This design comes from an exercise in tuning for small area, a short achievable clock period and few clock cycles per item on the open sky130 flow, not from production work. Only simulation tests tie the RTL to the original design; equivalence was not proved. Power and IR drop assume default switching activity.

==> flow/design.v <==
package flash_loader_pkg;
    localparam int BUS_WIDTH  = 8;
    localparam int WORD_WIDTH = 32;
    typedef enum logic [BUS_WIDTH-1:0] {
        REG_DATA0 = 8'h00,
        REG_DATA1 = 8'h01,
        REG_DATA2 = 8'h02,
        REG_DATA3 = 8'h03,
        REG_CTRL  = 8'h04
    } reg_addr_e;
    localparam int CTL_FILL_BIT       = 0;
    localparam int CTL_SAVE_BEGIN_BIT = 1;
    localparam int CTL_SAVE_END_BIT   = 2;
    localparam int STAT_DONE_BIT      = 0;
    localparam int STAT_PING_BUSY_BIT = 1;
    localparam int STAT_PONG_BUSY_BIT = 2;
    typedef enum logic [1:0] {
        BUF_IDLE,
        BUF_BUSY,
        BUF_DONE
    } buf_state_e;
    typedef enum logic [2:0] {
        S_IDLE,
        S_WAIT_SEGMENT,
        S_READ_WORD,
        S_WAIT_DATA,
        S_WRITE_WORD,
        S_NEXT,
        S_DONE
    } loader_state_e;
endpackage
`timescale 1ns/1ps
`timescale 1ns/1ps
`timescale 1ns/1ps
`timescale 1ns/1ps
module loader_nor3 (
    input  logic [2:0] a_i,
    output logic       y_o
);
    assign y_o = ~|a_i;
endmodule
module loader_nor2 (
    input  logic [1:0] a_i,
    output logic       y_o
);
    assign y_o = ~|a_i;
endmodule
`timescale 1ns/1ps
import flash_loader_pkg::*;
module flash_loader_top #(
    parameter int SEGMENT_WORDS   = 16,
    parameter int FLASH_ADDR_BITS = 12
) (
    input  logic                                    clk,
    input  logic                                    reset_n,
    input  logic                                    stb_i,
    input  logic                                    we_i,
    input  logic [flash_loader_pkg::BUS_WIDTH-1:0]  adr_wr_i,
    input  logic [flash_loader_pkg::BUS_WIDTH-1:0]  adr_rd_i,
    input  logic [flash_loader_pkg::BUS_WIDTH-1:0]  dat_i,
    output logic [flash_loader_pkg::BUS_WIDTH-1:0]  dat_o,
    output logic                                    ack_o,
    input  logic                                    fill_we_i,
    input  logic [$clog2(SEGMENT_WORDS):0]          fill_addr_i,
    input  logic [flash_loader_pkg::WORD_WIDTH-1:0] fill_data_i,
    output logic                                    ping_busy_o,
    output logic                                    pong_busy_o,
    output logic                                    done_o,
    output logic                                    flash_valid_o,
    output logic [FLASH_ADDR_BITS-1:0]              flash_addr_o,
    output logic [flash_loader_pkg::WORD_WIDTH-1:0] flash_data_o,
    input  logic                                    flash_ready_i
);
    localparam int IDX_BITS = $clog2(SEGMENT_WORDS);
    localparam int PTR_BITS = IDX_BITS + 1;
    localparam int CNT_BITS = IDX_BITS + 2;
    localparam int WORDS    = 2 * SEGMENT_WORDS;
    logic                       wr;
    logic                       ctrl_wr;
    logic                       fill_start;
    logic [3:0]                 data_sel_q;
    logic [BUS_WIDTH-1:0]       wr_data_q;
    logic [BUS_WIDTH-1:0]       data_q [4];
    logic                       save_begin;
    logic                       save_end;
    logic [2*BUS_WIDTH-1:0]     staged;
    logic [FLASH_ADDR_BITS-1:0] begin_addr_q;
    logic [FLASH_ADDR_BITS-1:0] end_addr_q;
    assign ack_o      = stb_i;
    assign wr         = stb_i & we_i;
    logic wr_hi_zero;
    logic wr_lo_ctrl;
    loader_nor3 wr_hi_zero_inst (.a_i(adr_wr_i[7:5]), .y_o(wr_hi_zero));
    loader_nor3 wr_lo_ctrl_inst (.a_i({adr_wr_i[4:3], ~adr_wr_i[2]}), .y_o(wr_lo_ctrl));
    assign ctrl_wr    = wr & wr_hi_zero & wr_lo_ctrl & ~adr_wr_i[1] & ~adr_wr_i[0];
    assign fill_start = ctrl_wr & dat_i[CTL_FILL_BIT];
    always_ff @(posedge clk or negedge reset_n) begin
        if (!reset_n) begin
            data_sel_q <= '0;
        end else begin
            for (int i = 0; i < 4; i++) begin
                data_sel_q[i] <= wr & (adr_wr_i == BUS_WIDTH'(i));
            end
        end
    end
    always_ff @(posedge clk) begin
        wr_data_q <= dat_i;
    end
    always_ff @(posedge clk or negedge reset_n) begin
        if (!reset_n) begin
            for (int i = 0; i < 4; i++) begin
                data_q[i] <= '0;
            end
        end else begin
            for (int i = 0; i < 4; i++) begin
                if (data_sel_q[i]) begin
                    data_q[i] <= wr_data_q;
                end
            end
        end
    end
    assign save_begin = ctrl_wr & dat_i[CTL_SAVE_BEGIN_BIT];
    assign save_end   = ctrl_wr & dat_i[CTL_SAVE_END_BIT];
    assign staged     = {data_sel_q[1] ? wr_data_q : data_q[1],
                         data_sel_q[0] ? wr_data_q : data_q[0]};
    always_ff @(posedge clk or negedge reset_n) begin
        if (!reset_n) begin
            begin_addr_q <= '0;
            end_addr_q   <= '0;
        end else begin
            if (save_begin) begin
                begin_addr_q <= staged[FLASH_ADDR_BITS-1:0];
            end
            if (save_end) begin
                end_addr_q <= staged[FLASH_ADDR_BITS-1:0];
            end
        end
    end
    logic       hi_zero_a;
    logic       hi_zero_b;
    logic [7:0] lo_mux;
    loader_nor3 hi_zero_a_inst (.a_i(adr_rd_i[7:5]), .y_o(hi_zero_a));
    loader_nor2 hi_zero_b_inst (.a_i(adr_rd_i[4:3]), .y_o(hi_zero_b));
    always_comb begin
        case (adr_rd_i[2:0])
            3'd0:    lo_mux = data_q[0];
            3'd1:    lo_mux = data_q[1];
            3'd2:    lo_mux = data_q[2];
            3'd3:    lo_mux = data_q[3];
            3'd4:    lo_mux = {5'b0, pong_busy_o, ping_busy_o, done_o};
            default: lo_mux = '0;
        endcase
    end
    assign dat_o = {BUS_WIDTH{hi_zero_a & hi_zero_b}} & lo_mux;
    logic [WORD_WIDTH-1:0] mem [WORDS];
    logic [WORD_WIDTH-1:0] rd_data;
    logic [WORDS-1:0]      rd_sel;
    logic [CNT_BITS-1:0]   wr_cnt_q;    
    logic [CNT_BITS-1:0]   rd_cnt_q;    
    always_ff @(posedge clk) begin
        if (fill_we_i) begin
            mem[fill_addr_i] <= fill_data_i;
        end
    end
    always_comb begin
        for (int i = 0; i < WORDS; i++) begin
            rd_sel[i] = (rd_cnt_q[PTR_BITS-1:0] == PTR_BITS'(i));
        end
        rd_data = '0;
        for (int i = 0; i < WORDS; i++) begin
            rd_data = rd_data | ({WORD_WIDTH{rd_sel[i]}} & mem[i]);
        end
    end
    logic                       running_q;
    logic                       first_q;      
    logic                       occ_q;        
    logic [1:0]                 full_q;
    logic                       half_q;       
    logic                       half_last_q;  
    logic [FLASH_ADDR_BITS-1:0] addr_q;
    logic [WORD_WIDTH-1:0]      out_q;
    logic                       xfer;
    logic                       at_end;
    logic                       more;
    logic                       load;
    logic                       finish;
    assign flash_valid_o = occ_q & (running_q | fill_start);
    assign flash_addr_o  = addr_q;
    assign flash_data_o  = out_q;
    assign xfer   = flash_valid_o & flash_ready_i;
    assign at_end = (addr_q == end_addr_q);
    assign more   = first_q | ~at_end;
    assign load   = (~occ_q | xfer) & (wr_cnt_q != rd_cnt_q) & more;
    assign finish = running_q & ~first_q & at_end & (~occ_q | xfer)
                  & (wr_cnt_q[IDX_BITS-1:0] == '0);
    always_ff @(posedge clk or negedge reset_n) begin
        if (!reset_n) begin
            running_q <= 1'b0;
            done_o    <= 1'b0;
            first_q   <= 1'b1;
            occ_q     <= 1'b0;
            wr_cnt_q  <= '0;
            rd_cnt_q  <= '0;
            full_q    <= '0;
        end else begin
            if (finish) begin
                running_q <= 1'b0;
                done_o    <= 1'b1;
                first_q   <= 1'b1;
                occ_q     <= 1'b0;
                wr_cnt_q  <= '0;
                rd_cnt_q  <= '0;
                full_q    <= '0;
            end else begin
                if (fill_start) begin
                    running_q <= 1'b1;
                    done_o    <= 1'b0;
                end
                if (load) begin
                    first_q  <= 1'b0;
                    occ_q    <= 1'b1;
                    rd_cnt_q <= rd_cnt_q + 1'b1;
                end else if (xfer) begin
                    occ_q    <= 1'b0;
                end
                if (fill_we_i) begin
                    wr_cnt_q <= wr_cnt_q + 1'b1;
                end
                for (int h = 0; h < 2; h++) begin
                    if (fill_we_i && fill_addr_i == {1'(h), IDX_BITS'(SEGMENT_WORDS - 1)}) begin
                        full_q[h] <= 1'b1;
                    end else if (xfer && half_last_q && half_q == 1'(h)) begin
                        full_q[h] <= 1'b0;
                    end
                end
            end
        end
    end
    assign ping_busy_o = full_q[0] & running_q;
    assign pong_busy_o = full_q[1] & running_q;
    always_ff @(posedge clk or negedge reset_n) begin
        if (!reset_n) begin
            addr_q      <= '0;
            half_q      <= 1'b0;
            half_last_q <= 1'b0;
        end else begin
            if (save_begin) begin
                addr_q <= staged[FLASH_ADDR_BITS-1:0];
            end else if (finish) begin
                addr_q <= begin_addr_q;
            end else if (load && !first_q) begin
                addr_q <= addr_q + 1'b1;
            end
            if (load) begin
                half_q      <= rd_cnt_q[IDX_BITS];
                half_last_q <= (rd_cnt_q[IDX_BITS-1:0] == IDX_BITS'(SEGMENT_WORDS - 1));
            end
        end
    end
    always_ff @(posedge clk) begin
        if (load) begin
            out_q <= rd_data;
        end
    end
endmodule
Settings: LEC_CHECK=0, CAP_MARGIN=20, CORE_MARGIN=2, CORE_UTILIZATION=40, CTS_BUF_LIST=sky130_fd_sc_hd__clkbuf_8, CTS_CLUSTER_DIAMETER=70, CTS_CLUSTER_SIZE=14, SETUP_SLACK_MARGIN=2.8, SLEW_MARGIN=20, SYNTH_HIERARCHICAL=1, SYNTH_MINIMUM_KEEP_SIZE=0; clock period 5.0 ns.
run.sh (not shown) runs the stock make flow with config.mk's settings and CLKGATE_MAP_FILE= SYNTH_SCRIPT=/design/flow/synth_recipe.tcl, a recipe that flattens the netlist after the stock synthesis.
The starting point finished clean.
Testbench counts at the start, summed over its fixed seeds: cycles 27,394, words 21,815.
Change:
Settings changed: CORE_UTILIZATION 40 to 60, CTS_BUF_LIST sky130_fd_sc_hd__clkbuf_8 to not set, CTS_CLUSTER_DIAMETER 70 to not set, CTS_CLUSTER_SIZE 14 to not set.
Effect: The new run finished clean; power went up by 13%; global-route usage goes up by 13 points; wire length falls by 3.2%; synthesized area stays the same; non-clock buffer count drops by 59; count of clock-buffer cells in the layout is higher by 47; final cell count came out lower by 9.5%; utilization is higher by 26 points; worst hold slack is better by 39 ps.
Change:
Settings changed: CORE_UTILIZATION 60 to 40, CTS_BUF_LIST set to sky130_fd_sc_hd__clkbuf_8, CTS_CLUSTER_DIAMETER set to 70, CTS_CLUSTER_SIZE set to 14, SETUP_SLACK_MARGIN 2.8 to 2.0.
Outcome: Total power came out lower by 18%. Worst setup slack gets better by 57 ps. Combinational power shrinks by 15%. Cell count rose by about 5.6%. First-iteration DRC count fell by 12%. Maximum frequency rose by about 1.9%. Hold slack improved by 11 ps. Clock-buffer cell count falls by 50. Sequential share of layout area rose by 5.4 points.

[port drivers added, routing unchanged]
No port has a modelled driver above. Below, the same layouts with a new extraction and two added sets of constraints.
Step 1: set_driving_cell puts a clkbuf_16 on clk and a buf_2 on each other input, an assumption about the parent block.
Step 2 adds t to the input delays and takes it off the output delays; t is the mean of the earliest and latest rising clock arrival at the registers after step 1. Input paths then give back, and output paths get back, about the clock's delay inside the block.
Slacks: ideal ports / drivers / drivers and shift; pairs: ideal ports / drivers.
| run | t, ns | setup slack, ns | hold slack, ns | worst setup path at the end |
|---|---|---|---|---|
| the first run | 0.842 | 1.933 / 1.881 / 1.664 | 0.250 / 0.213 / 0.490 | input to register |
| the second run | 0.758 | 1.846 / 1.806 / 1.702 | 0.289 / 0.242 / 0.476 | input to register |
| the third run | 0.827 | 1.903 / 1.889 / 1.221 | 0.300 / 0.261 / 0.484 | input to register |
After both steps setup and hold are still met in every run listed. The setup slack of the third run, which loses most, moves by -0.014 ns with the drivers and by -0.682 ns with both steps.
